Background: an optimization exercise with open tools, aiming at a short achievable clock period and few clock cycles per item. Do not read the settings as production practice. The RTL was checked by simulation tests, not by an equivalence proof against the original design. Power figures rest on the tool's default switching activity, not on a simulated workload.

## flow/design.v (module list and top-level ports; edited modules follow where they fit)
// module arm_ks_add: 31 lines
// module arm_mul: 3688 lines
// module exec_stage: 310 lines
// module arm_div_unit: 64 lines
module exec_stage #(
    parameter int W = 32
) (
    input  logic         clk,
    input  logic         rst,
    input  logic         in_valid,
    output logic         in_ready,
    input  logic         flush,
    input  logic [3:0]   opcode,
    input  logic [W-1:0] oprand1,
    input  logic [W-1:0] oprand2,
    input  logic [3:0]   rd_addr,
    input  logic         set_flags,
    input  logic         carry_in,
    input  logic [3:0]   nzcv_in,
    output logic         out_valid,
    output logic [W-1:0] result,
    output logic [3:0]   wb_addr,
    output logic         wb_en,
    output logic [3:0]   nzcv_out,
    output logic         flags_en,
    output logic         undef
);
  // ...
==> flow/flow/run.sh <==
#!/bin/bash
# Own flow: the standard layout (standard.sh: the standard synthesis,
# floorplan, placement, CTS and routing, unchanged) with a larger setup margin
# for ORFS's timing repair, so that repair_timing keeps improving paths that
# already meet the 11 ns clock, and without gate cloning in that repair.
# The constraints (constraint.sdc) are untouched.
set -euo pipefail
MARGIN=$(cat flow/margin)
bash standard.sh SETUP_SLACK_MARGIN="$MARGIN" SKIP_GATE_CLONING=1 finish > standard_flow.log 2>&1
==> flow/flow/margin <==
7.8
==> flow/standard.sh <==
#!/bin/bash
# synth_recipe.tcl (not shown) runs the flow's synth.tcl, then flattens the netlist and writes it again
# the make line also repeats each setting of config.mk as NAME=value (left out here)
make -C /OpenROAD-flow-scripts/flow DESIGN_CONFIG=/design/flow/config.mk WORK_HOME=/design/flow/orfs CLKGATE_MAP_FILE= SYNTH_SCRIPT=/design/flow/synth_recipe.tcl "${@:-finish}"
==> flow/config.mk <==
export PLATFORM = sky130hd
export DESIGN_NAME = exec_stage
export DESIGN_NICKNAME = exec_stage
export VERILOG_FILES = /design/flow/design.v
export SDC_FILE = /design/flow/constraint.sdc
export NUM_CORES = 4
export LEC_CHECK = 0
export CAP_MARGIN = 20
export CORE_MARGIN = 2
export CORE_UTILIZATION = 60
export CTS_CLUSTER_DIAMETER = 80
export CTS_CLUSTER_SIZE = 25
export SLEW_MARGIN = 20
==> flow/constraint.sdc <==
create_clock -name core_clock -period 11.0 [get_ports {clk}]
set_input_delay 2.2000 -clock core_clock [delete_from_list [all_inputs] [get_ports {clk}]]
set_output_delay 2.2000 -clock core_clock [all_outputs]
set_load 0.01 [all_outputs]
==> run_results.csv, run 1 <==
group,metric,value,unit
status,status,"timing/DRC/antenna clean",
power,pg_comb,11.7,mW
finish,largest_reg_flops,928,
global_routing,antenna_found_initial,35,
finish,inv_count,832,
power,switchingPower,11.7,mW
power,internal_power,21.6,mW
finish,areaGrowthSynthToFinish,10.5,%
yosys,ys_top_cells_by_area,"dfxtp_1 (50%), fa_1 (8.0%), ha_1 (6.3%)",
yosys,synth_top_flop_cell,"dfxtp_1",
sta,maxSlewViolCount,0,
yosys,synth_adder_area_share,0.143,
die,taps,2355,
yosys,synth_cell_types,87,
critical_path,crit_family,"flip-flops",
power,fin_total_pwr,33.3,mW
global_routing,grt_pass1_wl,414,mm
drt,highest_layer,"met5",
critical_path,required,8.80,ns
drt,wl_met1,111,mm
critical_path,rrSetupSlack,7.65,ns
sta,fmax,280,MHz
clock_tree,cts_sinks,2935,
global_routing,top_usage_layer,"met2",
critical_path,crit_fanout,2,
sta,setup_tns,0,ns
finish,buffers,325,
yosys,syn_avg_cell_area,11.2,um^2
place,placed_area,111000,um^2
worst_hold_path,hold_start,"m_q[21][4]",
sta,fin_hold_ws,0.276,ns
die,dieWidth,427,um
Testbench counts, summed over its fixed seeds: cycles 16,302, items 16,000.
==> module exec_stage, before the edit <==
module exec_stage #(
    parameter int W = 32
) (
    input  logic         clk,
    input  logic         rst,
    input  logic         in_valid,
    output logic         in_ready,
    input  logic         flush,
    input  logic [3:0]   opcode,
    input  logic [W-1:0] oprand1,
    input  logic [W-1:0] oprand2,
    input  logic [3:0]   rd_addr,
    input  logic         set_flags,
    input  logic         carry_in,
    input  logic [3:0]   nzcv_in,
    output logic         out_valid,
    output logic [W-1:0] result,
    output logic [3:0]   wb_addr,
    output logic         wb_en,
    output logic [3:0]   nzcv_out,
    output logic         flags_en,
    output logic         undef
);
    localparam int NST   = 34;    
    localparam int MERGE = 6;     
    localparam int NDIV  = 6;     
    localparam int UW    = $clog2(NDIV);
    logic         rdy_q;
    logic         rdy_nx;
    logic         s0_v;
    logic [3:0]   s0_op;
    logic [W-1:0] s0_a;
    logic [W-1:0] s0_b;
    logic [3:0]   s0_rd;
    logic         s0_s;
    logic         s0_cin;
    logic [3:0]   s0_nz;
    assign in_ready = rdy_q;
    always_ff @(posedge clk or negedge rst) begin
        if (!rst) begin
            s0_v  <= 1'b0;
        end else begin
            s0_v  <= in_valid && rdy_q && !flush;
        end
    end
    always_ff @(posedge clk) begin
        rdy_q <= rdy_nx;
    end
    always_ff @(posedge clk) begin
        s0_op  <= opcode;
        s0_a   <= oprand1;
        s0_b   <= oprand2;
        s0_rd  <= rd_addr;
        s0_s   <= set_flags;
        s0_cin <= carry_in;
        s0_nz  <= nzcv_in;
    end
    arm_pkg::opcode_e op;
    logic [W-1:0] add_x;
    logic [W-1:0] add_y;
    logic         add_cin;
    logic [W-1:0] lg_res;
    logic         use_sum;
    logic         c_src;
    logic         flags_req;
    logic         wb_req;
    logic         is_div;
    logic         is_mul;
    assign op = arm_pkg::opcode_e'(s0_op);
    always_comb begin
        add_x   = s0_a;
        add_y   = s0_b;
        add_cin = 1'b0;
        case (op)
            arm_pkg::OP_SUB, arm_pkg::OP_CMP: begin
                add_y   = ~s0_b;
                add_cin = 1'b1;
            end
            arm_pkg::OP_RSB: begin
                add_x   = s0_b;
                add_y   = ~s0_a;
                add_cin = 1'b1;
            end
            arm_pkg::OP_ADC: add_cin = s0_nz[arm_pkg::NZCV_C];
            arm_pkg::OP_SBC: begin
                add_y   = ~s0_b;
                add_cin = s0_nz[arm_pkg::NZCV_C];
            end
            default: ;
        endcase
    end
    always_comb begin
        lg_res    = '0;
        use_sum   = 1'b0;
        c_src     = s0_cin;
        flags_req = s0_s;
        wb_req    = 1'b1;
        is_div    = 1'b0;
        is_mul    = 1'b0;
        case (op)
            arm_pkg::OP_AND: lg_res = s0_a & s0_b;
            arm_pkg::OP_EOR: lg_res = s0_a ^ s0_b;
            arm_pkg::OP_ORR: lg_res = s0_a | s0_b;
            arm_pkg::OP_MOV: lg_res = s0_b;
            arm_pkg::OP_MVN: lg_res = ~s0_b;
            arm_pkg::OP_BIC: lg_res = s0_a & ~s0_b;
            arm_pkg::OP_TST: begin
                lg_res    = s0_a & s0_b;
                flags_req = 1'b1;
                wb_req    = 1'b0;
            end
            arm_pkg::OP_SUB, arm_pkg::OP_RSB, arm_pkg::OP_ADD, arm_pkg::OP_ADC, arm_pkg::OP_SBC:
                use_sum = 1'b1;
            arm_pkg::OP_CMP, arm_pkg::OP_CMN: begin
                use_sum   = 1'b1;
                flags_req = 1'b1;
                wb_req    = 1'b0;
            end
            arm_pkg::OP_MUL: begin
                is_mul = 1'b1;
                c_src  = s0_nz[arm_pkg::NZCV_C];
            end
            arm_pkg::OP_UDIV: begin
                flags_req = 1'b0;
                is_div    = (s0_b != '0);
            end
            default: ;
        endcase
    end
    logic [W-1:0] t1_x, t1_y, t1_lg;
    logic         t1_cin, t1_sum, t1_c, t1_v, t1_mul;
    logic [W:0]   t2_sum;
    logic [W-1:0] t2_lg;
    logic         t2_xs, t2_ys, t2_use, t2_c, t2_v, t2_mul;
    logic [W-1:0] t3_res;
    logic         t3_c, t3_v, t3_mul;
    logic [W-1:0] t4_res, t4_p;
    logic         t4_c, t4_v, t4_mul;
    logic [W-1:0] t5_res;
    logic         t5_c, t5_v;
    logic [W-1:0] mul_p;
    logic [W:0]   alu_sum;
    arm_ks_add #(.N(W)) u_alu_add (
        .a    (t1_x),
        .b    (t1_y),
        .cin  (t1_cin),
        .s    (alu_sum[W-1:0]),
        .cout (alu_sum[W])
    );
    arm_mul u_mul (
        .clk (clk),
        .a   (s0_a),
        .b   (s0_b),
        .p   (mul_p)
    );
    always_ff @(posedge clk) begin
        t1_x   <= add_x;
        t1_y   <= add_y;
        t1_cin <= add_cin;
        t1_lg  <= lg_res;
        t1_sum <= use_sum;
        t1_c   <= c_src;
        t1_v   <= s0_nz[arm_pkg::NZCV_V];
        t1_mul <= is_mul;
        t2_sum <= alu_sum;
        t2_xs  <= t1_x[W-1];
        t2_ys  <= t1_y[W-1];
        t2_lg  <= t1_lg;
        t2_use <= t1_sum;
        t2_c   <= t1_c;
        t2_v   <= t1_v;
        t2_mul <= t1_mul;
        t3_res <= t2_use ? t2_sum[W-1:0] : t2_lg;
        t3_c   <= t2_use ? t2_sum[W] : t2_c;
        t3_v   <= t2_use ? ((t2_xs == t2_ys) && (t2_sum[W-1] != t2_xs)) : t2_v;
        t3_mul <= t2_mul;
        t4_res <= t3_res;
        t4_p   <= mul_p;
        t4_c   <= t3_c;
        t4_v   <= t3_v;
        t4_mul <= t3_mul;
        t5_res <= t4_mul ? t4_p : t4_res;
        t5_c   <= t4_c;
        t5_v   <= t4_v;
    end
    logic [NDIV-1:0] u_free;
    logic [NDIV-1:0] u_long;
    logic [NDIV-1:0] u_go;
    logic [NDIV-1:0] u_pick;
    logic [W-1:0]    u_q [NDIV];
    logic [W-1:0]    d1_a;
    logic [W-1:0]    d1_b;
    logic [UW-1:0]   alloc_id;
    logic            alloc;
    assign alloc = s0_v && is_div;
    always_comb begin
        alloc_id = '0;
        u_pick   = '0;
        for (int i = NDIV - 1; i >= 0; i--) begin
            if (u_free[i]) begin
                alloc_id = UW'(i);
                u_pick   = NDIV'(1) << i;
            end
        end
    end
    always_ff @(posedge clk or negedge rst) begin
        if (!rst) begin
            u_go <= '0;
        end else begin
            u_go <= (alloc && !flush) ? u_pick : '0;
        end
    end
    always_ff @(posedge clk) begin
        d1_a <= s0_a;
        d1_b <= s0_b;
    end
    for (genvar i = 0; i < NDIV; i++) begin : g_unit
        logic u_idle;
        arm_div_unit #(.W(W)) u_div (
            .clk      (clk),
            .rst      (rst),
            .abort    (flush),
            .start    (u_go[i]),
            .dividend (d1_a),
            .divisor  (d1_b),
            .idle     (u_idle),
            .busy_long(u_long[i]),
            .quotient (u_q[i])
        );
        assign u_free[i] = u_idle && !u_go[i];
    end
    logic [NDIV:0] n_ge;    
    logic          acc_div;
    logic          room3;
    logic          room2;
    logic          room1;
    always_comb begin
        n_ge    = '0;
        n_ge[0] = 1'b1;
        for (int i = 0; i < NDIV; i++) begin
            for (int j = NDIV; j >= 1; j--) begin
                n_ge[j] = n_ge[j] || (n_ge[j-1] && (u_long[i] || u_go[i]));
            end
        end
    end
    assign room3   = !n_ge[NDIV-2];
    assign room2   = n_ge[NDIV-2] && !n_ge[NDIV-1];
    assign room1   = n_ge[NDIV-1] && !n_ge[NDIV];
    assign acc_div = in_valid && rdy_q && (opcode == arm_pkg::OP_UDIV);
    assign rdy_nx  = flush || room3 || (room2 && !(alloc && acc_div)) ||
                     (room1 && !alloc && !acc_div);
    logic          m_v   [1:NST];
    logic          m_div [1:NST];
    logic [UW-1:0] m_u   [1:NST];
    logic [3:0]    m_rd  [1:NST];
    logic          m_wb  [1:NST];
    logic          m_fe  [1:NST];
    logic [3:0]    m_nz  [1:NST];    
    logic [W-1:0]  m_q   [MERGE:NST];
    always_ff @(posedge clk or negedge rst) begin
        if (!rst) begin
            for (int k = 1; k <= NST; k++) m_v[k] <= 1'b0;
        end else begin
            m_v[1] <= s0_v && !flush;
            for (int k = 2; k <= NST; k++) m_v[k] <= m_v[k-1] && !flush;
        end
    end
    logic z5;
    assign z5 = (t5_res == '0);
    always_ff @(posedge clk) begin
        m_div[1] <= is_div;
        m_u[1]   <= alloc_id;
        m_rd[1]  <= s0_rd;
        m_wb[1]  <= wb_req;
        m_fe[1]  <= flags_req;
        m_nz[1]  <= s0_nz;
        for (int k = 1; k < NST; k++) begin
            m_div[k+1] <= m_div[k];
            m_u[k+1]   <= m_u[k];
            m_rd[k+1]  <= m_rd[k];
            m_wb[k+1]  <= m_wb[k];
            m_fe[k+1]  <= m_fe[k];
            if (k + 1 == MERGE) begin
                m_q[k+1]  <= t5_res;
                m_nz[k+1] <= (m_fe[k] && !m_div[k]) ? {t5_res[W-1], z5, t5_c, t5_v} : m_nz[k];
            end else begin
                m_nz[k+1] <= m_nz[k];
            end
            if (k >= MERGE) m_q[k+1] <= m_q[k];
        end
    end
    always_ff @(posedge clk or negedge rst) begin
        if (!rst) begin
            out_valid <= 1'b0;
            wb_en     <= 1'b0;
            flags_en  <= 1'b0;
            undef     <= 1'b0;
        end else begin
            out_valid <= m_v[NST] && !flush;
            wb_en     <= m_v[NST] && !flush && m_wb[NST];
            flags_en  <= m_v[NST] && !flush && m_fe[NST];
            undef     <= 1'b0;
        end
    end
    always_ff @(posedge clk) begin
        result   <= m_div[NST] ? u_q[m_u[NST]] : m_q[NST];
        wb_addr  <= m_rd[NST];
        nzcv_out <= m_nz[NST];
    end
endmodule
==> run 2: changes to the inputs <==
--- a/flow/design.v
+++ b/flow/design.v
@@ -3773,6 +3773,7 @@
     localparam int NDIV  = 6;     
     localparam int UW    = $clog2(NDIV);
     logic         rdy_q;
+    logic         rdy_i;
     logic         rdy_nx;
     logic         s0_v;
     logic [3:0]   s0_op;
@@ -3786,8 +3787,10 @@
     always_ff @(posedge clk or negedge rst) begin
         if (!rst) begin
             s0_v  <= 1'b0;
+            rdy_i <= 1'b1;
         end else begin
-            s0_v  <= in_valid && rdy_q && !flush;
+            s0_v  <= in_valid && rdy_i && !flush;
+            rdy_i <= rdy_nx;
         end
     end
     always_ff @(posedge clk) begin
@@ -3993,7 +3996,7 @@
     assign room3   = !n_ge[NDIV-2];
     assign room2   = n_ge[NDIV-2] && !n_ge[NDIV-1];
     assign room1   = n_ge[NDIV-1] && !n_ge[NDIV];
-    assign acc_div = in_valid && rdy_q && (opcode == arm_pkg::OP_UDIV);
+    assign acc_div = in_valid && rdy_i && (opcode == arm_pkg::OP_UDIV);
     assign rdy_nx  = flush || room3 || (room2 && !(alloc && acc_div)) ||
                      (room1 && !alloc && !acc_div);
     logic          m_v   [1:NST];
==> run 2 against run 1 <==
- clock-buffer cell count fell by 9
- still clean
- worst setup slack improved by 0.034 ns
- global-route usage decreased by 0.79 points
- register-to-register slack hardly changed
- synthesized area shrank 0.57%
- critical endpoint is now wb_en
- via count shrank 1.1%
- combinational power barely moved
- critical path type unchanged
- non-clock buffer count is 38 higher
==> run_results.csv, run 2 <==
group,metric,value,unit
critical_path,crit_fanout,1,
die,dieArea,181000,um^2
power,power.share.clock,0.193,
yosys,synth_warnings,26,
clock_tree,cts_hold_buffers,0,
global_routing,track_usage,0.297,
yosys,ys_seq_area_frac,0.574,
global_routing,grt_pass1_wl,403,mm
die,placementRows,154,
status,status,"timing/DRC/antenna clean",
drt,ant_nets,0,
place,place_ws,6.44,ns
yosys,ys_top_cells_by_count,"dfxtp_1 (2663), nor2_1 (962), inv_1 (826), nand2_1 (562), a21oi_1 (555)",
sta,setup_tns,0,ns
global_routing,grt_pass1_vias,66700,
drt,drt_iter0_markers,5264,
critical_path,crit_start,"wb_en",
yosys,synth-seq-cells,2936,
sta,slew_headroom,0.234,
sta,maxSlewViolCount,0,
global_routing,grt_overflow,0,
sta,fin_skew,0.0500,ns
sta,rsz0062_at_grt,"true",
clock_tree,clock_latency,0.86,ns
drt,wl_met1,112,mm
critical_path,cp-end-kind,"primary output",
yosys,yosys.area.top_type,"dfxtp_1",
place,routabilityCongestion,0.918,
critical_path,path_buf_inv,1,
power,combPwrFrac,0.353,
yosys,ys_top_cells_by_area,"dfxtp_1 (50%), fa_1 (8.0%), ha_1 (6.4%)",
power,power_density,280,nW/um^2
finish,reg.largest.list,"m_q: 928 flops, g_unit.u_div.r: 198 flops",
die,core-area,176000,um^2
yosys,synth_top_area_share,0.500,
yosys,syn_avg_cell_area,11.3,um^2
finish,areaGrowthSynthToFinish,11.1,%
drt,drt-wirelength-per-cell,22.6,um
clock_tree,h-tree-depth,4,
critical_path,rrSetupSlack,7.65,ns
power,switchingPower,11.5,mW
yosys,synth-edff-count,192,
power,switching_share,0.348,
finish,drive_above_1_share,0.126,
drt,highest_layer,"met4",
finish,layout_commonest_cell,"dfxtp_1",
sta,hold_viol,0,
yosys,synth_cell_types,104,
sta,setup-violations-final,0,
critical_path,crit_family,"flip-flops",
die,initial_core_util,0.604,
sta,timing.final.crit_share,0.321,
yosys,ys_async_sr_fraction,0.0276,
critical_path,crit_type,"reg2out",
critical_path,r2r-start,"g_unit[2].u_div.d[0]",
yosys,synth_area,107000,um^2
critical_path,cp_num_cells,1,
drt,via_per_inst,5.61,
drt,dr.pass1.iters,6,
worst_hold_path,hold_class,"reg2reg",
yosys,synth.net_count,10500,
critical_path,startpoint_type,"flop",
drt,drt_wl_total,272,mm
run,maxCapViolCount,0,
yosys,synth_top_flop_cell,"dfxtp_1",
finish,fin_nets,10600,
place,dp_hpwl,181,mm
clock_tree,cts.clk_slew.worst_paths,0.09,ns
sta,layout_min_cycle_time,3.53,ns
die,top_level_ports,127,
global_routing,grt_max_degree,97,
critical_path,path_cells,"buf_2",
sta,fmax,283,MHz
place,io_buffer_count,125,
critical_path,endpoint,"wb_en",
sta,worst_pin_slew,1.15,ns
power,seqPwrFrac,0.453,
drt,wl_met2,128,mm
finish,largest_reg_flops,928,
finish,top_register,"m_q",
critical_path,r2r-end,"g_unit[2].u_div.q[0]",
sta,fin_hold_ws,0.305,ns
clock_tree,root_buffer,"clkbuf_16",
critical_path,max_stage_delay,0.37,ns
yosys,synth_most_common_cell,"dfxtp_1",
clock_tree,cts_tree,"done",
yosys,netlist_instances,9451,
drt,via_count,67300,
die,dieWidth,425,um
drt,met3WireLength,19.1,mm
global_routing,antenna_found_initial,38,
critical_path,critical_path_arrival,1.33,ns
die,dieHeight,425,um
sta,timing.final.ws_setup,7.47,ns
critical_path,cp_slowest_cell,"dfrtp_1",
drt,drc,0,
critical_path,required,8.80,ns
finish,final_cell_mix,"dfxtp_1 (2619), nor2_1 (953), inv_1 (801)",
power,internal_power,21.6,mW
power,fin_total_pwr,33.1,mW
power,p_leak,50.9,nW
power,vdd_drop_max,188,uV
critical_path,r2r.worst_path.cells,14,
clock_tree,cts_buffer_depth,3,
clock_tree,cts_sinks,2936,
clock_tree,numCtsBuffers,154,
run 2: per-stage QoR:
step                       util  std cells  instance area (um^2)
after CTS                 0.661      11900                117000
after global placement    0.624      11600                110000
final                     0.672      12000                118000
after detailed placement  0.624      11600                110000
after floorplan               -       9451                107000
after global routing      0.671      12000                118000
run 2: metal layers:
metal	up-vias	track usage
met4	0	0.132
met1	32800	0.386
met2	2454	0.488
met3	670	0.0481
li1	31400	-
met5	-	0
run 2: worst min path at each step:
stage            startpoint  depth (start not counted)           end  slack, ns
2_1_floorplan      m_div[9]                          0     m_div[10]       0.31
3_3_place_gp    m_rd[18][2]                          0   m_rd[19][2]       0.31
3_5_place_dp      m_div[13]                          0     m_div[14]       0.31
4_1_cts         m_q[15][21]                          0   m_q[16][21]       0.31
5_1_grt        u_mul.r2_1_1                          0  u_mul.r3_1_1       0.31
6_report         m_q[29][1]                          0    m_q[30][1]       0.30
run 2: layout make-up:
type	instances	area [um^2]
sequential	2936	61200
fill	13300	57900
multi-input combinational	5279	43100
clock buffer	171	3990
inverter	850	3200
timing repair buffer	363	3030
tap	2340	2930
clock inverter	56	943
antenna	13	32.5
run 2: cells by family (layout without fill, tap and decap cells):
group | after synthesis | after routing | share of synthesized area
compound gates | 1606 | 1606 | 0.0972
xor+xnor | 311 | 311 | 0.0256
buf+inv | 1236 | 1440 | 0.0437
mux | 282 | 282 | 0.0296
other cells | 1 | 14 | 0.0000352
simple gates | 2111 | 2111 | 0.0866
fa+ha+maj | 968 | 968 | 0.144
flops | 2936 | 2936 | 0.574
run 2: power by group through the flow:
stage | combinational [mW] | sequential (mW) | clock (mW)
5_1_grt | 12.9 | 15.3 | 6.94
2_1_floorplan | 7.74 | 14.7 | 0
3_5_place_dp | 10.3 | 15.2 | 0
4_1_cts | 10.9 | 15.0 | 6.55
3_3_place_gp | 10.2 | 15.1 | 0
6_report | 11.7 | 15.0 | 6.41
run 2: timing repair:
item / CTS / global route
endpoints found under the setup margin: 196 / 151
gates resized for setup: 440 / 296
cloned: 0 / 0
buffers inserted: 81 / 57
pin swaps: 119 / 186
Testbench counts of run 2, summed over its fixed seeds: cycles 16,302, items 16,000.
==> run 3: changes to the inputs <==
--- a/flow/config.mk
+++ b/flow/config.mk
@@ -7,7 +7,7 @@
 export LEC_CHECK = 0
 export CAP_MARGIN = 20
 export CORE_MARGIN = 2
-export CORE_UTILIZATION = 60
-export CTS_CLUSTER_DIAMETER = 80
-export CTS_CLUSTER_SIZE = 25
+export CORE_UTILIZATION = 70
+export CTS_CLUSTER_DIAMETER = 60
+export CTS_CLUSTER_SIZE = 30
 export SLEW_MARGIN = 20
==> run 3 against run 2 <==
- total power up 3.0%
- core utilization up 11 points
- register-to-register slack worse by 0.06 ns
- clock-buffer cell count down 1
- non-clock buffer count down 24
- fmax down 0.96%
- clock power up 7.6%
- worst setup slack worse by 0.034 ns
- still clean
- sequential share of layout area down 0.12 points
- sequential cell count unchanged
- routed wire length up 4.4%
- critical path depth unchanged
==> run_results.csv, run 3 <==
group,metric,value,unit
status,status,"timing/DRC/antenna clean",
finish,seqCellArea,61200,um^2
drt,via_per_inst,5.98,
die,core-area,152000,um^2
yosys,syn_avg_cell_area,11.3,um^2
yosys,synth_warnings,26,
yosys,synth_area,107000,um^2
yosys,ys_top_cells_by_count,"dfxtp_1 (2663), nor2_1 (962), inv_1 (826), nand2_1 (562), a21oi_1 (555)",
clock_tree,cts_sinks,2936,
die,placementRows,143,
critical_path,cp-end-kind,"primary output",
yosys,synth.net_count,10500,
place,placed_area,110000,um^2
critical_path,critical_path_arrival,1.37,ns
drt,drc,0,
finish,reg.largest.list,"m_q: 928 flops, g_unit.u_div.r: 198 flops",
clock_tree,numCtsBuffers,159,
worst_hold_path,hold_class,"reg2reg",
critical_path,r2r.worst_path.cells,16,
finish,final_cell_mix,"dfxtp_1 (2610), nor2_1 (949), inv_1 (808)",
sta,setup_tns,0,ns
power,p_leak,51.1,nW
critical_path,path_buf_inv,1,
place,routabilityCongestion,0.941,
drt,via_count,70000,
yosys,synth_most_common_cell,"dfxtp_1",
clock_tree,cts_tree,"done",
finish,largest_reg_flops,928,
sta,setup-violations-final,0,
sta,maxSlewViolCount,0,
yosys,synth_top_flop_cell,"dfxtp_1",
yosys,synth_cell_types,104,
finish,final.fill_count,9011,
die,dieArea,155000,um^2
critical_path,path_cells,"buf_6",
finish,areaGrowthSynthToFinish,11.4,%
sta,fin_skew,0.0707,ns
clock_tree,cts_hold_buffers,0,
clock_tree,h-tree-depth,4,
finish,fin_nets,10600,
global_routing,grt_pass1_vias,71400,
global_routing,grt_overflow,0,
power,vdd_drop_max,204,uV
global_routing,grt_max_degree,97,
critical_path,max_stage_delay,0.41,ns
critical_path,startpoint_type,"flop",
drt,drt_wl_total,284,mm
clock_tree,cts.clk_slew.worst_paths,0.12,ns
place,io_buffer_count,125,
clock_tree,cts_buffer_depth,3,
run,maxCapViolCount,0,
yosys,synth_top_area_share,0.500,
place,dp_hpwl,181,mm
sta,hold_viol,0,
drt,ant_nets,0,
critical_path,required,8.80,ns
critical_path,crit_family,"flip-flops",
clock_tree,clock_latency,0.86,ns
yosys,ys_async_sr_fraction,0.0276,
critical_path,crit_fanout,1,
finish,top_register,"m_q",
die,dieWidth,394,um
die,dieHeight,394,um
clock_tree,root_buffer,"clkbuf_16",
critical_path,crit_type,"reg2out",
yosys,netlist_instances,9451,
critical_path,cp_slowest_cell,"dfrtp_1",
worst_hold_path,hold_path_depth,0,
global_routing,grt_pass1_wl,423,mm
global_routing,antenna_found_initial,29,
critical_path,cp_num_cells,1,
yosys,synth-edff-count,192,
sta,rsz0062_at_grt,"true",
sta,layout_min_cycle_time,3.57,ns
drt,drt_iter0_markers,7334,
yosys,ys_seq_area_frac,0.574,
die,top_level_ports,127,
die,initial_core_util,0.703,
yosys,synth-seq-cells,2936,
sta,worst_pin_slew,1.24,ns
drt,drt-wirelength-per-cell,24.2,um
global_routing,track_usage,0.359,
finish,multi_input_area,43200,um^2
power,power_density,287,nW/um^2
sta,slew_headroom,0.171,
yosys,yosys.area.top_type,"dfxtp_1",
finish,design_area,119000,um^2
drt,dr.pass1.iters,10,
sta,timing.final.crit_share,0.324,
finish,layout_commonest_cell,"dfxtp_1",
finish,post-route-util,0.783,
sta,fmax,280,MHz
finish,drive_above_1_share,0.130,
yosys,ys_top_cells_by_area,"dfxtp_1 (50%), fa_1 (8.0%), ha_1 (6.4%)",
-- run 3: routing by layer --
layer / vias to the layer above / GRT usage / routed length [um]
li1: 31400 / - / -
met1: 33900 / 0.445 / 106000
met2: 3601 / 0.579 / 132000
met3: 1054 / 0.0952 / 28500
met4: 8 / 0.185 / 16800
met5: - / 0 / 57
-- run 3: layout make-up --
| cell class | count | area share |
|---|---|---|
| clock buffers | 170 | 0.0346 |
| inverters | 850 | 0.0270 |
| well taps | 2030 | 0.0214 |
| clock inverters | 93 | 0.0124 |
| multi-input cells | 5279 | 0.364 |
| repair buffers | 339 | 0.0248 |
| flip-flops and latches | 2936 | 0.516 |
| diodes | 10 | 0.000211 |
-- run 3: cells by family (layout without fill, tap and decap cells) --
kind of cell	Yosys count	after routing	share of synthesized area
adders and majority gates	968	968	0.144
other	1	11	0.0000352
and+or+nand+nor	2111	2111	0.0866
AOI/OAI and AO/OA	1606	1606	0.0972
xor gates and xnor gates	311	311	0.0256
buffers and inverters	1236	1452	0.0437
DFF	2936	2936	0.574
muxes	282	282	0.0296
-- run 3: power breakdown --
| group | switching, mW | internal (mW) | leakage [nW] | total, mW |
|---|---|---|---|---|
| Combinational | 6.90 | 5.04 | 23.3 | 11.9 |
| Clock | 3.87 | 3.03 | 2.66 | 6.90 |
| Sequential | 1.50 | 13.8 | 25.2 | 15.3 |
| Total | 12.3 | 21.8 | 51.1 | 34.1 |
-- run 3: path summary, 6_finish.rpt --
kind | start | to | slack (ns)
min in group asynchronous | rst | m_v[28] | 1.27
worst max-delay path | wb_en | wb_en | 7.43
worst max register to register | g_unit[3].u_div.d[4] | g_unit[3].u_div.r[27] | 7.59
worst min-delay path | m_q[24][29] | m_q[25][29] | 0.32
max in group asynchronous | rst | rdy_i | 9.09
worst min register to register | m_q[24][29] | m_q[25][29] | 0.32
-- run 3: timing repair --
| item | in CTS | in global routing |
|---|---|---|
| resized for setup | 471 | 320 |
| endpoints found under the setup margin | 183 | 161 |
| buffers inserted | 67 | 56 |
| pin swaps | 113 | 158 |
-- run 3: stage by stage --
step,total power [mW],cells,worst slack (ns),hold WS [ns]
floorplan,22.5,9451,7.80,0.310
global placement,25.1,11300,6.36,0.310
detailed placement,25.7,11300,6.40,0.312
CTS,33.3,11600,7.38,0.324
global route,35.8,11700,7.38,0.327
finish,34.1,11700,7.43,0.322
==> run 4: changes to the inputs <==
--- a/flow/design.v
+++ b/flow/design.v
@@ -3773,7 +3773,7 @@
     localparam int NDIV  = 6;     
     localparam int UW    = $clog2(NDIV);
     logic         rdy_q;
-    logic         rdy_i;
+    logic         full_q;
     logic         rdy_nx;
     logic         s0_v;
     logic [3:0]   s0_op;
@@ -3786,17 +3786,16 @@
     assign in_ready = rdy_q;
     always_ff @(posedge clk or negedge rst) begin
         if (!rst) begin
-            s0_v  <= 1'b0;
-            rdy_i <= 1'b1;
+            s0_v   <= 1'b0;
+            rdy_q  <= 1'b1;
+            full_q <= 1'b0;
         end else begin
-            s0_v  <= in_valid && rdy_i && !flush;
-            rdy_i <= rdy_nx;
+            s0_v   <= in_valid && !full_q && !flush;
+            rdy_q  <= rdy_nx;
+            full_q <= !rdy_nx;
         end
     end
     always_ff @(posedge clk) begin
-        rdy_q <= rdy_nx;
-    end
-    always_ff @(posedge clk) begin
         s0_op  <= opcode;
         s0_a   <= oprand1;
         s0_b   <= oprand2;
@@ -3996,7 +3995,7 @@
     assign room3   = !n_ge[NDIV-2];
     assign room2   = n_ge[NDIV-2] && !n_ge[NDIV-1];
     assign room1   = n_ge[NDIV-1] && !n_ge[NDIV];
-    assign acc_div = in_valid && rdy_i && (opcode == arm_pkg::OP_UDIV);
+    assign acc_div = in_valid && !full_q && (opcode == arm_pkg::OP_UDIV);
     assign rdy_nx  = flush || room3 || (room2 && !(alloc && acc_div)) ||
                      (room1 && !alloc && !acc_div);
     logic          m_v   [1:NST];
--- a/flow/config.mk
+++ b/flow/config.mk
@@ -7,7 +7,7 @@
 export LEC_CHECK = 0
 export CAP_MARGIN = 20
 export CORE_MARGIN = 2
-export CORE_UTILIZATION = 70
-export CTS_CLUSTER_DIAMETER = 60
-export CTS_CLUSTER_SIZE = 30
+export CORE_UTILIZATION = 60
+export CTS_CLUSTER_DIAMETER = 80
+export CTS_CLUSTER_SIZE = 25
 export SLEW_MARGIN = 20
==> run 4 against run 3 <==
- highest routed layer unchanged
- clock skew decreased by 0.024 ns
- total power is 4.0% lower
- hold slack got worse by 0.025 ns
- still clean on timing, DRC and antenna
- first-iteration DRC count shrank 19%
- routed wire length decreased by 4.2%
- final area fell by 0.53%
- critical path type unchanged
- largest cell class unchanged
==> run_results.csv, run 4 <==
group,metric,value,unit
status,status,"timing/DRC/antenna clean",
drt,via_per_inst,5.65,
yosys,yosys.area.top_type,"dfxtp_1",
yosys,ys_top_cells_by_count,"dfxtp_1 (2662), nor2_1 (905), inv_1 (809), nand2_1 (577), ha_1 (541)",
global_routing,track_usage,0.295,
sta,fmax,271,MHz
sta,rsz0062_at_grt,"true",
finish,areaGrowthSynthToFinish,10.3,%
yosys,ys_top_cells_by_area,"dfxtp_1 (50%), fa_1 (8.0%), ha_1 (6.3%)",
global_routing,grt_pass1_wl,403,mm
yosys,synth_top_area_share,0.498,
drt,ant_nets,0,
sta,slew_headroom,0.186,
drt,dr.pass1.iters,7,
finish,top_register,"m_q",
finish,design_area,118000,um^2
drt,via_count,68000,
die,dieWidth,426,um
sta,layout_min_cycle_time,3.69,ns
global_routing,grt_overflow,0,
clock_tree,cts_sinks,2936,
run,maxCapViolCount,0,
die,placementRows,155,
critical_path,rrSetupSlack,7.65,ns
clock_tree,cts_hold_buffers,0,
critical_path,crit_fanout,1,
drt,drt-wirelength-per-cell,22.6,um
critical_path,crit_type,"reg2out",
critical_path,startpoint_type,"flop",
clock_tree,clock_latency,0.84,ns
drt,drt_iter0_markers,5917,
place,io_buffer_count,125,
global_routing,grt_pass1_vias,67000,
yosys,synth_most_common_cell,"dfxtp_1",
yosys,synth_cell_types,98,
yosys,synth.net_count,10500,
die,top_level_ports,127,
sta,maxSlewViolCount,0,
place,place_inst,11700,
critical_path,max_stage_delay,0.56,ns
clock_tree,h-tree-depth,4,
yosys,ys_seq_area_frac,0.571,
sta,hold_viol,0,
drt,drt_wl_total,272,mm
sta,setup-violations-final,0,
finish,final_cell_mix,"dfxtp_1 (2618), nor2_1 (896), inv_1 (802)",
critical_path,cp_slowest_cell,"dfstp_2",
die,dieArea,182000,um^2
critical_path,path_buf_inv,1,
place,placed_area,111000,um^2
finish,largest_reg_flops,928,
clock_tree,cts_buffer_depth,3,
power,vdd_drop_max,188,uV
clock_tree,root_buffer,"clkbuf_16",
critical_path,path_cells,"buf_6",
power,fin_total_pwr,32.8,mW
die,core-area,178000,um^2
clock_tree,numCtsBuffers,155,
yosys,synth_warnings,26,
finish,drive_above_1_share,0.115,
worst_hold_path,hold_class,"reg2reg",
yosys,ys_async_sr_fraction,0.0279,
die,initial_core_util,0.602,
yosys,synth_top_flop_cell,"dfxtp_1",
yosys,syn_avg_cell_area,11.3,um^2
sta,fin_hold_ws,0.297,ns
yosys,netlist_instances,9475,
power,power_density,277,nW/um^2
critical_path,critical_path_arrival,1.49,ns
critical_path,cp-end-kind,"primary output",
global_routing,grt_max_degree,97,
sta,timing.final.crit_share,0.336,
finish,layout_commonest_cell,"dfxtp_1",
critical_path,crit_family,"flip-flops",
yosys,synth-seq-cells,2936,
clock_tree,cts.clk_slew.worst_paths,0.10,ns
sta,fin_skew,0.0471,ns
power,p_leak,50.7,nW
clock_tree,cts_tree,"done",
finish,layoutNonFillerInstCount,12000,
critical_path,required,8.80,ns
yosys,synth-edff-count,192,
sta,setup_tns,0,ns
place,dp_hpwl,184,mm
die,dieHeight,426,um
finish,fin_nets,10600,
drt,drc,0,
sta,worst_pin_slew,1.22,ns
global_routing,antenna_found_initial,45,
finish,reg.largest.list,"m_q: 928 flops, g_unit.u_div.r: 198 flops",
place,routabilityCongestion,0.924,
yosys,synth_area,107000,um^2
## run 4: cell types whose count changed in the layout (fill, tap and decap cells not counted), moves of 20 or more
| cell | previous run | this run |
|---|---|---|
| nor2_1 | 949 | 896 |
| a21oi_1 | 504 | 451 |
| o21ai_0 | 269 | 244 |
| nand2b_1 | 45 | 71 |
| a31oi_1 | 24 | 45 |
| a21oi_2 | 48 | 25 |
| buf_2 | 10 | 30 |
| ha_1 | 478 | 501 |
| nand3_1 | 55 | 78 |
## run 4: final cells by class
class	instances	area, um^2
Tap cell	2355	2950
Sequential cell	2936	61200
Inverter	834	3140
Multi-Input combinational cell	5317	43200
Timing Repair Buffer	325	2670
Clock inverter	58	860
Antenna cell	22	55.1
Clock buffer	176	4050
Fill cell	13500	59800
## run 4: path summary, 6_finish.rpt
path | end | startpoint | depth (start not counted)
min reg2reg | m_u[20][1] | m_u[19][1] | 0
max | in_ready | rdy_q | 1
max reg2reg | g_unit[3].u_div.r[26] | g_unit[3].u_div.d[0] | 13
min in group asynchronous | m_v[6] | rst | 1
min | m_u[20][1] | m_u[19][1] | 0
max in group asynchronous | u_go[0] | rst | 2
## run 4: logic make-up (layout without fill, tap and decap cells)
kind of cell               after synthesis  in the layout  synth area share
DFF                                   2936           2936             0.571
and+or+nand+nor                       2140           2140            0.0888
AOI/OAI and AO/OA                     1628           1628             0.100
buffers and inverters                 1222           1393            0.0430
adders and majority gates              968            968             0.143
muxes                                  298            298            0.0311
xor gates and xnor gates               282            282            0.0231
other                                    1             23         0.0000350
## run 4: power by group
part           total (mW)  internal (mW)  switching [mW]
registers            15.0           13.7            1.27
logic                11.4           4.79            6.56
clock network        6.40           2.83            3.57
total                32.8           21.4            11.4
## run 4: worst register-to-register path: cells and delay by family (launching register included)
kind | cells | cell delay, ns
muxes | 2 | 0.45
adders and majority gates | 2 | 0.57
DFF | 1 | 0.38
and+or+nand+nor | 1 | 0.41
buffers and inverters | 1 | 0.04
AOI/OAI and AO/OA | 7 | 1.35
## run 4: per-stage QoR
step	worst slack, ns	utilization
finish	7.31	0.664
global route	7.25	0.664
global placement	6.45	0.622
CTS	7.25	0.656
floorplan	7.82	-
detailed placement	6.45	0.622
## run 4: repair_timing
action / 4_1_cts / 5_1_grt
buffers inserted: 48 / 49
gates resized for setup: 385 / 222
pin swaps: 100 / 126
setup endpoints to repair: 176 / 123
## run 4: routing by layer
layer	GRT usage	vias up	share of wire
met5	0	-	0.00017
met4	0.160	8	0.060
met3	0.0473	702	0.065
met2	0.489	2417	0.47
met1	0.371	33200	0.40
li1	-	31700	-
Testbench counts of run 4, summed over its fixed seeds: cycles 16,302, items 16,000.
==> run 5: changes to the inputs <==
--- a/flow/design.v
+++ b/flow/design.v
@@ -3786,16 +3786,16 @@
     assign in_ready = rdy_q;
     always_ff @(posedge clk or negedge rst) begin
         if (!rst) begin
-            s0_v   <= 1'b0;
-            rdy_q  <= 1'b1;
-            full_q <= 1'b0;
+            s0_v <= 1'b0;
         end else begin
-            s0_v   <= in_valid && !full_q && !flush;
-            rdy_q  <= rdy_nx;
-            full_q <= !rdy_nx;
+            s0_v <= in_valid && !full_q && !flush;
         end
     end
     always_ff @(posedge clk) begin
+        rdy_q  <= rdy_nx;
+        full_q <= !rdy_nx;
+    end
+    always_ff @(posedge clk) begin
         s0_op  <= opcode;
         s0_a   <= oprand1;
         s0_b   <= oprand2;
==> run 5 against run 4 <==
- still clean on timing, DRC and antenna
- sequential cell count did not move
- hold slack improved by 0.016 ns
- sequential share of layout area fell by 0.35 points
- combinational power about the same
- largest power group unchanged
- routed wire length grew 1.4%
- synthesized area hardly changed
- final cell count is 0.44% higher
- highest routed layer unchanged
- non-clock buffer count up 3
- critical path type unchanged
- worst setup slack improved by 0.15 ns
==> run_results.csv, run 5 <==
group,metric,value,unit
power,internal_power,21.7,mW
sta,worst_pin_slew,1.20,ns
critical_path,r2r-start,"g_unit[5].u_div.q[31]",
power,fin_total_pwr,33.3,mW
die,dieArea,182000,um^2
power,switching_share,0.349,
drt,dr.pass1.iters,6,
run,maxCapViolCount,0,
clock_tree,h-tree-depth,4,
worst_hold_path,hold_class,"reg2reg",
global_routing,track_usage,0.298,
critical_path,required,8.80,ns
clock_tree,cts_sinks,2936,
worst_hold_path,whs_endpoint,"m_q[28][26]",
power,vdd_drop_max,187,uV
critical_path,path_buf_inv,1,
drt,drc,0,
critical_path,path_cells,"buf_2",
die,dieWidth,427,um
yosys,yosys.area.top_type,"dfxtp_1",
finish,final.fill_count,13400,
yosys,synth_warnings,26,
finish,multi_input_area,43600,um^2
yosys,ys_async_sr_fraction,0.0272,
sta,setup_tns,0,ns
finish,largest_reg_flops,928,
status,status,"timing/DRC/antenna clean",
global_routing,antenna_found_initial,41,
finish,reg.largest.list,"m_q: 928 flops, g_unit.u_div.r: 198 flops",
finish,layout_commonest_cell,"dfxtp_1",
power,seqPwrFrac,0.451,
yosys,synth_top_area_share,0.498,
critical_path,critical_path_arrival,1.34,ns
yosys,synth-seq-cells,2936,
clock_tree,cts_tree,"done",
yosys,synth_cell_types,105,
critical_path,cp-end-kind,"primary output",
die,dieHeight,427,um
yosys,ys_top_cells_by_area,"dfxtp_1 (50%), fa_1 (8.0%), ha_1 (6.3%)",
drt,via_per_inst,5.66,
power,combPwrFrac,0.349,
die,top_level_ports,127,
yosys,netlist_instances,9532,
clock_tree,cts.clk_slew.worst_paths,0.09,ns
critical_path,max_stage_delay,0.37,ns
critical_path,cp_num_cells,1,
sta,timing.final.ws_setup,7.46,ns
critical_path,startpoint_type,"flop",
place,routabilityCongestion,0.907,
place,place_ws,6.47,ns
critical_path,r2r-end,"g_unit[5].u_div.r[30]",
sta,fmax,283,MHz
power,power_density,280,nW/um^2
clock_tree,root_buffer,"clkbuf_16",
drt,drt_wl_total,276,mm
critical_path,cp_slowest_cell,"dfrtp_1",
worst_hold_path,hold_start,"m_q[27][26]",
sta,setup-violations-final,0,
finish,fin_nets,10700,
drt,ant_nets,0,
finish,areaGrowthSynthToFinish,10.9,%
finish,seqCellArea,61200,um^2
place,dp_hpwl,187,mm
power,power.share.clock,0.200,
yosys,ys_seq_area_frac,0.570,
finish,top_register,"m_q",
sta,hold_viol,0,
yosys,synth_top_flop_cell,"dfxtp_1",
clock_tree,clock_latency,0.85,ns
clock_tree,cts_hold_buffers,0,
critical_path,r2r.worst_path.cells,13,
yosys,synth_area,107000,um^2
finish,final_cell_mix,"dfxtp_1 (2620), nor2_1 (965), inv_1 (782)",
global_routing,grt_overflow,0,
critical_path,crit_family,"flip-flops",
sta,rsz0062_at_grt,"true",
sta,fin_skew,0.0453,ns
clock_tree,cts_buffer_depth,3,
sta,layout_min_cycle_time,3.54,ns
worst_hold_path,hold_path_depth,0,
yosys,synth.net_count,10600,
clock_tree,numCtsBuffers,157,
global_routing,grt_pass1_vias,66900,
critical_path,crit_fanout,1,
power,switchingPower,11.6,mW
power,p_leak,50.9,nW
die,placementRows,155,
yosys,synth_most_common_cell,"dfxtp_1",
place,io_buffer_count,125,
global_routing,grt_max_degree,97,
die,core-area,178000,um^2
critical_path,rrSetupSlack,7.59,ns
finish,drive_above_1_share,0.121,
drt,drt-wirelength-per-cell,22.8,um
drt,drt_iter0_markers,6658,
die,initial_core_util,0.602,
yosys,synth-edff-count,192,
sta,slew_headroom,0.191,
drt,via_count,68300,
critical_path,crit_type,"reg2out",
sta,timing.final.crit_share,0.322,
global_routing,grt_pass1_wl,408,mm
sta,maxSlewViolCount,0,
yosys,syn_avg_cell_area,11.2,um^2
yosys,ys_top_cells_by_count,"dfxtp_1 (2664), nor2_1 (972), inv_1 (798), nand2_1 (588), ha_1 (541)",
run 5: worst max path at each step:
stage / from / to / slack, ns
2_1_floorplan: g_unit[5].u_div.d[0] / g_unit[5].u_div.r[30] / 7.81
3_3_place_gp: opcode[2] / rdy_q / 6.36
3_5_place_dp: opcode[3] / rdy_q / 6.47
4_1_cts: out_valid / out_valid / 7.39
5_1_grt: out_valid / out_valid / 7.38
6_report: out_valid / out_valid / 7.46
run 5: timing repair:
action / CTS / global route
setup endpoints to repair: 186 / 134
setup buffers: 50 / 49
pin swaps: 100 / 147
gates resized for setup: 429 / 273
run 5: cell type report:
class / count / share of cell area
sequential: 2936 / 0.515
multi-input combinational: 5381 / 0.367
clock buffer: 167 / 0.0335
inverter: 815 / 0.0258
tap: 2355 / 0.0248
timing repair buffer: 328 / 0.0233
clock inverter: 74 / 0.0108
antenna: 20 / 0.000421
run 5: metrics by stage:
step           instances  instance area [um^2]  hold WS [ns]  utilization
2_1_floorplan       9532                107000         0.310            -
3_3_place_gp       11700                111000         0.310        0.622
3_5_place_dp       11700                111000         0.312        0.622
4_1_cts            12000                117000         0.311        0.658
5_1_grt            12100                119000         0.306        0.668
6_report           12100                119000         0.313        0.668
run 5: cell families (layout without fill, tap and decap cells):
logic type | Yosys count | in the layout | share of synthesized area
xor+xnor | 283 | 283 | 0.0231
buf+inv | 1215 | 1384 | 0.0429
compound gates | 1624 | 1624 | 0.0985
flops | 2936 | 2936 | 0.570
mux | 292 | 292 | 0.0305
other cells | 1 | 21 | 0.0000350
fa+ha+maj | 968 | 968 | 0.143
simple gates | 2213 | 2213 | 0.0916
run 5: power groups by stage:
stage / combinational, mW / clock (mW) / sequential (mW)
detailed placement: 10.4 / 0 / 15.2
finish: 11.6 / 6.65 / 15.0
global placement: 10.3 / 0 / 15.1
global route: 12.8 / 7.19 / 15.3
floorplan: 7.77 / 0 / 14.7
CTS: 10.9 / 6.79 / 15.0
run 5: metal layers:
metal	GRT usage	part of all wire	vias up
met3	0.0480	0.068	752
met1	0.385	0.41	33200
li1	-	-	31700
met4	0.153	0.057	7
met2	0.485	0.47	2620
met5	0.00344	0.00039	-
Testbench counts of run 5, summed over its fixed seeds: cycles 16,302, items 16,000.
==> run 6: changes to the inputs <==
==> flow/flow/margin (replaced) <==
8.2
==> run 6 against run 5 <==
- clock power down 3.3%
- final area up 2.1%
- final cell count up 0.78%
- register-to-register slack worse by 0.02 ns
- first-iteration DRC count down 7.0%
- total power up 2.6%
- sequential cell count unchanged
- core utilization up 1.4 points
- critical path depth unchanged
- routed wire length down 1.0%
- non-clock buffer count up 113
- global-route usage down 0.38 points
- highest routed layer unchanged
==> run_results.csv, run 6 <==
group,metric,value,unit
sta,hold_viol,0,
die,placementRows,155,
yosys,syn_avg_cell_area,11.2,um^2
yosys,synthXorXnorAreaFrac,0.0231,
global_routing,grt_overflow,0,
critical_path,path_buf_inv,1,
drt,via_count,69000,
die,top_level_ports,127,
yosys,synth_most_common_cell,"dfxtp_1",
clock_tree,cts_hold_buffers,0,
yosys,netlist_instances,9532,
clock_tree,clock_latency,0.87,ns
die,dieArea,182000,um^2
clock_tree,cts_sinks,2936,
finish,top_register,"m_q",
sta,setup-violations-final,0,
critical_path,path_cells,"buf_6",
clock_tree,numCtsBuffers,155,
die,initial_core_util,0.602,
place,place_ws,6.63,ns
sta,timing.final.crit_share,0.321,
yosys,ys_async_sr_fraction,0.0272,
yosys,synth-edff-count,192,
global_routing,grt_pass1_vias,67400,
finish,fin_nets,10800,
drt,via_per_inst,5.67,
yosys,synth_adder_area_share,0.143,
yosys,synth-seq-cells,2936,
place,io_buffer_count,125,
die,core-area,178000,um^2
sta,setup_tns,0,ns
drt,drc,0,
yosys,synth_top_family_by_area,"adder cells",
yosys,ys_top_cells_by_count,"dfxtp_1 (2664), nor2_1 (972), inv_1 (798), nand2_1 (588), ha_1 (541)",
power,vdd_drop_max,159,uV
clock_tree,root_buffer,"clkbuf_16",
yosys,synth_top_flop_cell,"dfxtp_1",
critical_path,crit_type,"reg2out",
power,internal_power,22.1,mW
critical_path,critical_path_arrival,1.33,ns
finish,final_cell_mix,"dfxtp_1 (2620), nor2_1 (954), inv_1 (761)",
yosys,synth_area,107000,um^2
place,routabilityCongestion,0.898,
finish,post-route-util,0.683,
yosys,yosys.area_share.simple,0.0916,
clock_tree,h-tree-depth,4,
worst_hold_path,hold_class,"reg2reg",
run,maxCapViolCount,0,
critical_path,crit_family,"flip-flops",
drt,drt-wirelength-per-cell,22.4,um
power,fin_total_pwr,34.2,mW
power,switchingPower,12.1,mW
place,dp_hpwl,183,mm
finish,layout_commonest_cell,"dfxtp_1",
power,power.share.clock,0.188,
sta,layout_min_cycle_time,3.53,ns
yosys,synth_compound_area_frac,0.0985,
power,seqPwrFrac,0.439,
yosys,ys_seq_area_frac,0.570,
yosys,synth_cell_types,105,
critical_path,startpoint_type,"flop",
critical_path,required,8.80,ns
sta,worst_pin_slew,1.17,ns
place,placed_area,111000,um^2
sta,fmax,283,MHz
finish,areaGrowthSynthToFinish,13.3,%
drt,drt_wl_total,273,mm
drt,ant_nets,0,
finish,largest_reg_flops,928,
global_routing,antenna_found_initial,33,
status,status,"timing/DRC/antenna clean",
drt,drt_iter0_markers,6195,
critical_path,max_stage_delay,0.39,ns
critical_path,cp-end-kind,"primary output",
power,switching_share,0.354,
yosys,synthMuxAreaShare,0.0305,
sta,rsz0062_at_grt,"true",
global_routing,grt_pass1_wl,404,mm
global_routing,track_usage,0.294,
yosys,yosys.area.top_type,"dfxtp_1",
clock_tree,cts.clk_slew.worst_paths,0.09,ns
yosys,synth.net_count,10600,
clock_tree,cts_buffer_depth,3,
drt,dr.pass1.iters,9,
global_routing,grt_max_degree,97,
sta,slew_headroom,0.217,
yosys,synth_warnings,26,
power,power_density,282,nW/um^2
yosys,synth_top_area_share,0.498,
finish,reg.largest.list,"m_q: 928 flops, g_unit.u_div.r: 198 flops",
sta,fin_skew,0.0638,ns
sta,timing.final.ws_setup,7.47,ns
finish,design_area,121000,um^2
power,combPwrFrac,0.372,
die,dieHeight,427,um
yosys,ys_top_cells_by_area,"dfxtp_1 (50%), fa_1 (8.0%), ha_1 (6.3%)",
clock_tree,cts_tree,"done",
sta,maxSlewViolCount,0,
power,p_leak,51.7,nW
die,dieWidth,427,um
critical_path,cp_slowest_cell,"dfrtp_1",
finish,drive_above_1_share,0.157,
critical_path,crit_fanout,1,
==> run 6: cell counts after synthesis <==
No cell type changed its count.
==> run 6: logic make-up after synthesis <==
| family | Yosys count |
|---|---|
| compound gates | 1624 |
| mux | 292 |
| buf+inv | 1215 |
| simple gates | 2213 |
| other cells | 1 |
| xor+xnor | 283 |
| fa+ha+maj | 968 |
| flops | 2936 |
==> run 6: power by group through the flow <==
stage,sequential (mW),combinational [mW],clock [mW]
floorplan,14.7,7.89,0
global placement,15.1,10.5,0
CTS,15.0,11.8,6.57
global route,15.3,13.9,6.95
detailed placement,15.2,10.6,0
finish,15.0,12.7,6.43
==> run 6: worst paths after layout <==
kind	from	endpoint	slack, ns	cells after the start
worst min register to register	m_u[29][2]	m_u[30][2]	0.30	0
worst max-delay path	out_valid	out_valid	7.47	1
worst min-delay path	m_u[29][2]	m_u[30][2]	0.30	0
max in group asynchronous	rst	u_go[1]	8.60	2
min in group asynchronous	rst	m_v[23]	1.25	1
worst max register to register	g_unit[5].u_div.d[0]	g_unit[5].u_div.r[26]	7.57	13
==> run 6: stage by stage <==
stage	hold WS, ns	std cells
global placement	0.310	11700
CTS	0.286	12100
detailed placement	0.312	11700
global route	0.308	12200
floorplan	0.310	9532
finish	0.303	12200
==> run 6: repair_timing <==
item                                    4_1_cts  5_1_grt
cloned                                        0        0
resized for setup                           773      316
setup buffers                               141       75
endpoints found under the setup margin      356      254
pin swaps                                   263      252
==> run 6: layout make-up <==
type,instances,area [um^2]
Multi-Input combinational cell,5381,45400
Tap cell,2355,2950
Fill cell,13200,56400
Inverter,815,3110
Clock inverter,56,928
Timing Repair Buffer,441,3800
Clock buffer,171,4040
Antenna cell,15,37.5
Sequential cell,2936,61200
==> run 6: worst reg2reg max path, cell delays in order, from the launching register on <==
cell	delay (ns)
edfxtp_1	0.45
ha_4	0.20
fa_2	0.34
nand2b_4	0.16
a2111oi_4	0.40
nor4_4	0.08
o21a_1	0.25
o31ai_4	0.28
a21oi_2	0.12
o41ai_4	0.29
buf_4	0.17
a31oi_1	0.07
a31oi_1	0.16
mux2_2	0.34
==> run 6: metal layers <==
metal	part of all wire	track usage	vias up	wire length (um)
met1	0.42	0.400	33700	116000
met5	0.00022	0	-	60
met2	0.45	0.456	2717	122000
li1	-	-	31900	-
met3	0.077	0.0541	694	20900
met4	0.052	0.142	2	14200
==> module arm_div_unit, before the edit <==
module arm_div_unit #(
    parameter int W = 32
) (
    input  logic         clk,
    input  logic         rst,
    input  logic         abort,
    input  logic         start,
    input  logic [W-1:0] dividend,
    input  logic [W-1:0] divisor,
    output logic         idle,
    output logic         busy_long,
    output logic [W-1:0] quotient
);
    logic [5:0]   cnt;
    logic [W:0]   r;        
    logic [W-1:0] q;        
    logic [W-1:0] d;
    logic [W+1:0] x;
    logic [W+1:0] rp;
    logic [W+1:0] rm;
    logic [W:0]   r_nx;
    logic         qb;
    assign x = {r, q[W-1]};
    arm_ks_add #(.N(W + 2)) u_rp (
        .a    (x),
        .b    ({2'b0, d}),
        .cin  (1'b0),
        .s    (rp),
        .cout ()
    );
    arm_ks_add #(.N(W + 2)) u_rm (
        .a    (x),
        .b    ({2'b11, ~d}),
        .cin  (1'b1),
        .s    (rm),
        .cout ()
    );
    assign r_nx = r[W] ? rp[W:0] : rm[W:0];
    assign qb   = ~r_nx[W];
    assign idle      = (cnt == 6'd0);
    assign busy_long = (cnt >= 6'd3);
    assign quotient  = q;
    always_ff @(posedge clk or negedge rst) begin
        if (!rst) begin
            cnt <= '0;
        end else if (abort) begin
            cnt <= '0;
        end else if (start) begin
            cnt <= 6'(W);
        end else if (cnt != '0) begin
            cnt <= cnt - 6'd1;
        end
    end
    always_ff @(posedge clk) begin
        if (start) begin
            r <= '0;
            q <= dividend;
            d <= divisor;
        end else begin
            r <= r_nx;
            q <= {q[W-2:0], qb};
        end
    end
endmodule
==> run 7: changes to the inputs <==
--- a/flow/design.v
+++ b/flow/design.v
@@ -3768,12 +3768,11 @@
     output logic         flags_en,
     output logic         undef
 );
-    localparam int NST   = 34;    
+    localparam int NST   = 18;    
     localparam int MERGE = 6;     
-    localparam int NDIV  = 6;     
+    localparam int NDIV  = 5;     
     localparam int UW    = $clog2(NDIV);
     logic         rdy_q;
-    logic         full_q;
     logic         rdy_nx;
     logic         s0_v;
     logic [3:0]   s0_op;
@@ -3786,14 +3785,13 @@
     assign in_ready = rdy_q;
     always_ff @(posedge clk or negedge rst) begin
         if (!rst) begin
-            s0_v <= 1'b0;
+            s0_v  <= 1'b0;
         end else begin
-            s0_v <= in_valid && !full_q && !flush;
+            s0_v  <= in_valid && rdy_q && !flush;
         end
     end
     always_ff @(posedge clk) begin
-        rdy_q  <= rdy_nx;
-        full_q <= !rdy_nx;
+        rdy_q <= rdy_nx;
     end
     always_ff @(posedge clk) begin
         s0_op  <= opcode;
@@ -3959,9 +3957,19 @@
             u_go <= (alloc && !flush) ? u_pick : '0;
         end
     end
+    logic [W+1:0] b3;
+    logic [W+1:0] d1_b3;
+    arm_ks_add #(.N(W + 2)) u_b3 (
+        .a    ({2'b0, s0_b}),
+        .b    ({1'b0, s0_b, 1'b0}),
+        .cin  (1'b0),
+        .s    (b3),
+        .cout ()
+    );
     always_ff @(posedge clk) begin
-        d1_a <= s0_a;
-        d1_b <= s0_b;
+        d1_a  <= s0_a;
+        d1_b  <= s0_b;
+        d1_b3 <= b3;
     end
     for (genvar i = 0; i < NDIV; i++) begin : g_unit
         logic u_idle;
@@ -3972,6 +3980,7 @@
             .start    (u_go[i]),
             .dividend (d1_a),
             .divisor  (d1_b),
+            .divisor3 (d1_b3),
             .idle     (u_idle),
             .busy_long(u_long[i]),
             .quotient (u_q[i])
@@ -3995,7 +4004,7 @@
     assign room3   = !n_ge[NDIV-2];
     assign room2   = n_ge[NDIV-2] && !n_ge[NDIV-1];
     assign room1   = n_ge[NDIV-1] && !n_ge[NDIV];
-    assign acc_div = in_valid && !full_q && (opcode == arm_pkg::OP_UDIV);
+    assign acc_div = in_valid && rdy_q && (opcode == arm_pkg::OP_UDIV);
     assign rdy_nx  = flush || room3 || (room2 && !(alloc && acc_div)) ||
                      (room1 && !alloc && !acc_div);
     logic          m_v   [1:NST];
@@ -4066,38 +4075,65 @@
     input  logic         start,
     input  logic [W-1:0] dividend,
     input  logic [W-1:0] divisor,
+    input  logic [W+1:0] divisor3,
     output logic         idle,
     output logic         busy_long,
     output logic [W-1:0] quotient
 );
-    logic [5:0]   cnt;
-    logic [W:0]   r;        
+    localparam int STEPS = W / 2;
+    logic [4:0]   cnt;
+    logic [W-1:0] r;        
     logic [W-1:0] q;        
     logic [W-1:0] d;
-    logic [W+1:0] x;
-    logic [W+1:0] rp;
-    logic [W+1:0] rm;
-    logic [W:0]   r_nx;
-    logic         qb;
-    assign x = {r, q[W-1]};
-    arm_ks_add #(.N(W + 2)) u_rp (
-        .a    (x),
-        .b    ({2'b0, d}),
-        .cin  (1'b0),
-        .s    (rp),
-        .cout ()
+    logic [W+1:0] d3;       
+    logic [W+1:0] rsh;
+    logic [W+2:0] t1;
+    logic [W+2:0] t2;
+    logic [W+2:0] t3;
+    logic         ge1;
+    logic         ge2;
+    logic         ge3;
+    logic [W-1:0] r_nx;
+    logic [1:0]   qd;
+    assign rsh = {r, q[W-1:W-2]};
+    arm_ks_add #(.N(W + 3)) u_t1 (
+        .a    ({1'b0, rsh}),
+        .b    ({3'b111, ~d}),
+        .cin  (1'b1),
+        .s    (t1),
+        .cout (ge1)
     );
-    arm_ks_add #(.N(W + 2)) u_rm (
-        .a    (x),
-        .b    ({2'b11, ~d}),
+    arm_ks_add #(.N(W + 3)) u_t2 (
+        .a    ({1'b0, rsh}),
+        .b    ({2'b11, ~d, 1'b1}),
         .cin  (1'b1),
-        .s    (rm),
-        .cout ()
+        .s    (t2),
+        .cout (ge2)
     );
-    assign r_nx = r[W] ? rp[W:0] : rm[W:0];
-    assign qb   = ~r_nx[W];
-    assign idle      = (cnt == 6'd0);
-    assign busy_long = (cnt >= 6'd3);
+    arm_ks_add #(.N(W + 3)) u_t3 (
+        .a    ({1'b0, rsh}),
+        .b    ({1'b1, ~d3}),
+        .cin  (1'b1),
+        .s    (t3),
+        .cout (ge3)
+    );
+    always_comb begin
+        if (ge3) begin
+            r_nx = t3[W-1:0];
+            qd   = 2'd3;
+        end else if (ge2) begin
+            r_nx = t2[W-1:0];
+            qd   = 2'd2;
+        end else if (ge1) begin
+            r_nx = t1[W-1:0];
+            qd   = 2'd1;
+        end else begin
+            r_nx = rsh[W-1:0];
+            qd   = 2'd0;
+        end
+    end
+    assign idle      = (cnt == 5'd0);
+    assign busy_long = (cnt >= 5'd3);
     assign quotient  = q;
     always_ff @(posedge clk or negedge rst) begin
         if (!rst) begin
@@ -4105,19 +4141,20 @@
         end else if (abort) begin
             cnt <= '0;
         end else if (start) begin
-            cnt <= 6'(W);
+            cnt <= 5'(STEPS);
         end else if (cnt != '0) begin
-            cnt <= cnt - 6'd1;
+            cnt <= cnt - 5'd1;
         end
     end
     always_ff @(posedge clk) begin
         if (start) begin
-            r <= '0;
-            q <= dividend;
-            d <= divisor;
+            r  <= '0;
+            q  <= dividend;
+            d  <= divisor;
+            d3 <= divisor3;
         end else begin
-            r <= r_nx;
-            q <= {q[W-2:0], qb};
+            r  <= r_nx;
+            q  <= {q[W-3:0], qd};
         end
     end
 endmodule
==> flow/flow/margin (replaced) <==
7.8
==> run 7 against run 6 <==
- critical path depth grew 16
- fmax shrank 5.7%
- total power grew 7.8%
- core utilization grew 2.1 points
- synthesized cell count grew 5.3%
- die area shrank 2.9%
- routed wire length grew 20%
- final area shrank 0.33%
- non-clock buffer count grew 195
- synthesized area shrank 3.0%
- sequential share of layout area shrank 9.9 points
- critical path type is now reg2reg
- largest cell class is now multi-input gates
==> run_results.csv, run 7 <==
group,metric,value,unit
status,status,"timing/DRC/antenna clean",
critical_path,cp-end-kind,"flop",
critical_path,r2r-end,"g_unit[1].u_div.r[10]",
clock_tree,clock_latency,0.86,ns
critical_path,crit_start,"g_unit[1].u_div.d[1]",
yosys,synth_area,104000,um^2
finish,design_area,121000,um^2
die,dieWidth,420,um
global_routing,grt_overflow,0,
clock_tree,root_buffer,"clkbuf_16",
yosys,synth_top_area_share,0.364,
sta,fin_hold_ws,0.294,ns
yosys,synth.net_count,11200,
critical_path,cp_slowest_cell,"a2111oi_4",
finish,areaGrowthSynthToFinish,16.4,%
drt,drt_wl_total,326,mm
drt,drt_iter0_markers,9112,
yosys,ys_async_sr_fraction,0.0229,
critical_path,max_stage_delay,0.43,ns
sta,hold_viol,0,
critical_path,r2r-start,"g_unit[1].u_div.d[1]",
critical_path,path_cells,"inv_2 > ha_4 > nor2b_4 > o31a_1 > nand3_2 > a31o_4 > a2111oi_4 > o21ai_2 > o21ai_2 > a31oi_4 > buf_12 > buf_8 > buf_16 > buf_12 > buf_12 > a211oi_4 > o32ai_1",
yosys,synth_top_flop_cell,"dfxtp_1",
sta,maxSlewViolCount,0,
clock_tree,cts_buffer_depth,3,
power,power_density,304,nW/um^2
yosys,synth-seq-cells,2267,
yosys,synth_most_common_cell,"dfxtp_1",
sta,fmax,267,MHz
worst_hold_path,hold_class,"reg2reg",
sta,slew_headroom,0.154,
yosys,ys_top_cells_by_count,"dfxtp_1 (1890), nor2_1 (878), inv_1 (859), nand2_1 (777), a21oi_1 (694)",
sta,setup_tns,0,ns
yosys,synth-edff-count,325,
sta,layout_min_cycle_time,3.74,ns
worst_hold_path,hold_path_depth,0,
clock_tree,cts.clk_slew.worst_paths,0.09,ns
power,vdd_drop_max,303,uV
place,placed_area,108000,um^2
clock_tree,cts_tree,"done",
place,place_ws,6.57,ns
global_routing,grt_max_degree,97,
clock_tree,cts_sinks,2267,
worst_hold_path,hold_start,"u_mul.r2_6_0",
global_routing,grt_pass1_wl,469,mm
drt,dr.pass1.iters,6,
power,fin_total_pwr,36.8,mW
finish,final_cell_mix,"dfxtp_1 (1813), nor2_1 (832), inv_1 (798)",
die,dieArea,177000,um^2
drt,drt-wirelength-per-cell,25.3,um
clock_tree,h-tree-depth,4,
yosys,synth_cell_types,104,
critical_path,required,11.71,ns
finish,largest_reg_flops,416,
power,p_leak,52.4,nW
die,top_level_ports,127,
yosys,netlist_instances,10000,
global_routing,antenna_found_initial,66,
critical_path,critical_path_arrival,4.45,ns
finish,reg.largest.list,"m_q: 416 flops, g_unit.u_div.d3: 170 flops",
die,initial_core_util,0.605,
place,dp_hpwl,218,mm
drt,via_per_inst,6.07,
drt,via_count,78200,
global_routing,track_usage,0.357,
drt,ant_nets,0,
sta,worst_pin_slew,1.27,ns
sta,fin_skew,0.0535,ns
yosys,ys_seq_area_frac,0.470,
sta,timing.final.crit_share,0.340,
critical_path,r2r.worst_path.cells,17,
critical_path,crit_fanout,7,
sta,rsz0062_at_grt,"true",
die,dieHeight,420,um
drt,drc,0,
finish,layout_commonest_cell,"dfxtp_1",
die,core-area,172000,um^2
yosys,yosys.area.top_type,"dfxtp_1",
yosys,ys_top_cells_by_area,"dfxtp_1 (36%), edfxtp_1 (9.4%), ha_1 (8.3%)",
finish,top_register,"m_q",
sta,timing.final.ws_setup,7.26,ns
die,placementRows,152,
run,maxCapViolCount,0,
critical_path,timing.critical_path.mode_cell,"buf_12",
sta,setup-violations-final,0,
finish,drive_above_1_share,0.173,
critical_path,startpoint_type,"flop",
finish,fin_nets,11600,
place,routabilityCongestion,0.986,
critical_path,endpoint,"g_unit[1].u_div.r[10]",
place,io_buffer_count,125,
global_routing,grt_pass1_vias,74500,
yosys,syn_avg_cell_area,10.4,um^2
clock_tree,numCtsBuffers,132,
yosys,synth_warnings,29,
critical_path,rrSetupSlack,7.26,ns
critical_path,crit_type,"reg2reg",
run 7: cell types whose count changed after synthesis, moves of 54 or more:
cell      delta
clkbuf_1    -64
nor2_1      -94
xor2_1     +128
a21oi_1    +157
edfxtp_1   +133
a21o_1     +184
ha_1       +152
inv_1       +61
xnor2_1    +119
a211oi_1    +54
dfxtp_1    -774
nand2_1    +189
run 7: what timing repair did:
| item | CTS | global route |
|---|---|---|
| buffers inserted | 260 | 145 |
| hold buffers | 0 | 0 |
| resized for setup | 934 | 477 |
| pin swaps | 293 | 309 |
| endpoints found under the hold margin | 0 | 0 |
| endpoints found under the setup margin | 262 | 255 |
run 7: worst min path at each step:
stage | to
after floorplan | m_div[10]
after global placement | m_nz[18][0]
after detailed placement | m_rd[16][0]
after CTS | t4_res[11]
after global routing | u_mul.r3_6_0
final | u_mul.r3_6_0
run 7: cell type report:
class / count / area, um^2
Antenna cell: 43 / 108
Clock buffer: 149 / 3390
Clock inverter: 60 / 1000
Fill cell: 12600 / 50900
Inverter: 875 / 3400
Multi-Input combinational cell: 6536 / 54600
Sequential cell: 2267 / 49000
Tap cell: 2310 / 2890
Timing Repair Buffer: 636 / 6570
run 7: stage by stage:
| step | instances | utilization |
|---|---|---|
| 2_1_floorplan | 10000 | - |
| 3_3_place_gp | 12200 | 0.626 |
| 3_5_place_dp | 12200 | 0.626 |
| 4_1_cts | 12700 | 0.683 |
| 5_1_grt | 12900 | 0.703 |
| 6_report | 12900 | 0.704 |
run 7: report_power, final:
group          leakage [nW]  internal [mW]  total (mW)  switching, mW
clock network          2.11           2.44        5.46           3.02
registers              19.5           10.6        12.2           1.64
logic                  30.8           8.54        19.1           10.6
total                  52.4           21.6        36.8           15.3
run 7: kinds of logic after synthesis:
logic type / synth area share
simple gates: 0.0998
flops: 0.470
compound gates: 0.142
buf+inv: 0.0455
fa+ha+maj: 0.166
xor+xnor: 0.0447
mux: 0.0321
other cells: 0.0000361
run 7: per-layer routing:
layer,vias to the layer above,global-route usage,part of all wire
met5,-,0,0.00016
met4,8,0.167,0.055
met3,922,0.0734,0.099
met2,4177,0.544,0.44
met1,37800,0.489,0.41
li1,35300,-,-
run 7: worst max-delay path: cells and delay by family, from the launching register on:
| kind | cells | cell delay [ns] |
|---|---|---|
| AO/OA/AOI/OAI | 8 | 1.94 |
| AND/OR/NAND/NOR | 2 | 0.30 |
| adder cells (fa/ha/maj) | 1 | 0.25 |
| flip-flops | 1 | 0.35 |
| buffers and inverters | 6 | 0.72 |
Testbench counts of run 7, summed over its fixed seeds: cycles 16,168, items 16,000.

Setup slack of run 7, layout unchanged: 7.259 ns with ideal ports, 7.259 ns with driving cells assumed (clock clkbuf_16, inputs buf_2), 6.974 ns with port delays also shifted by the 0.921 ns mid clock arrival.
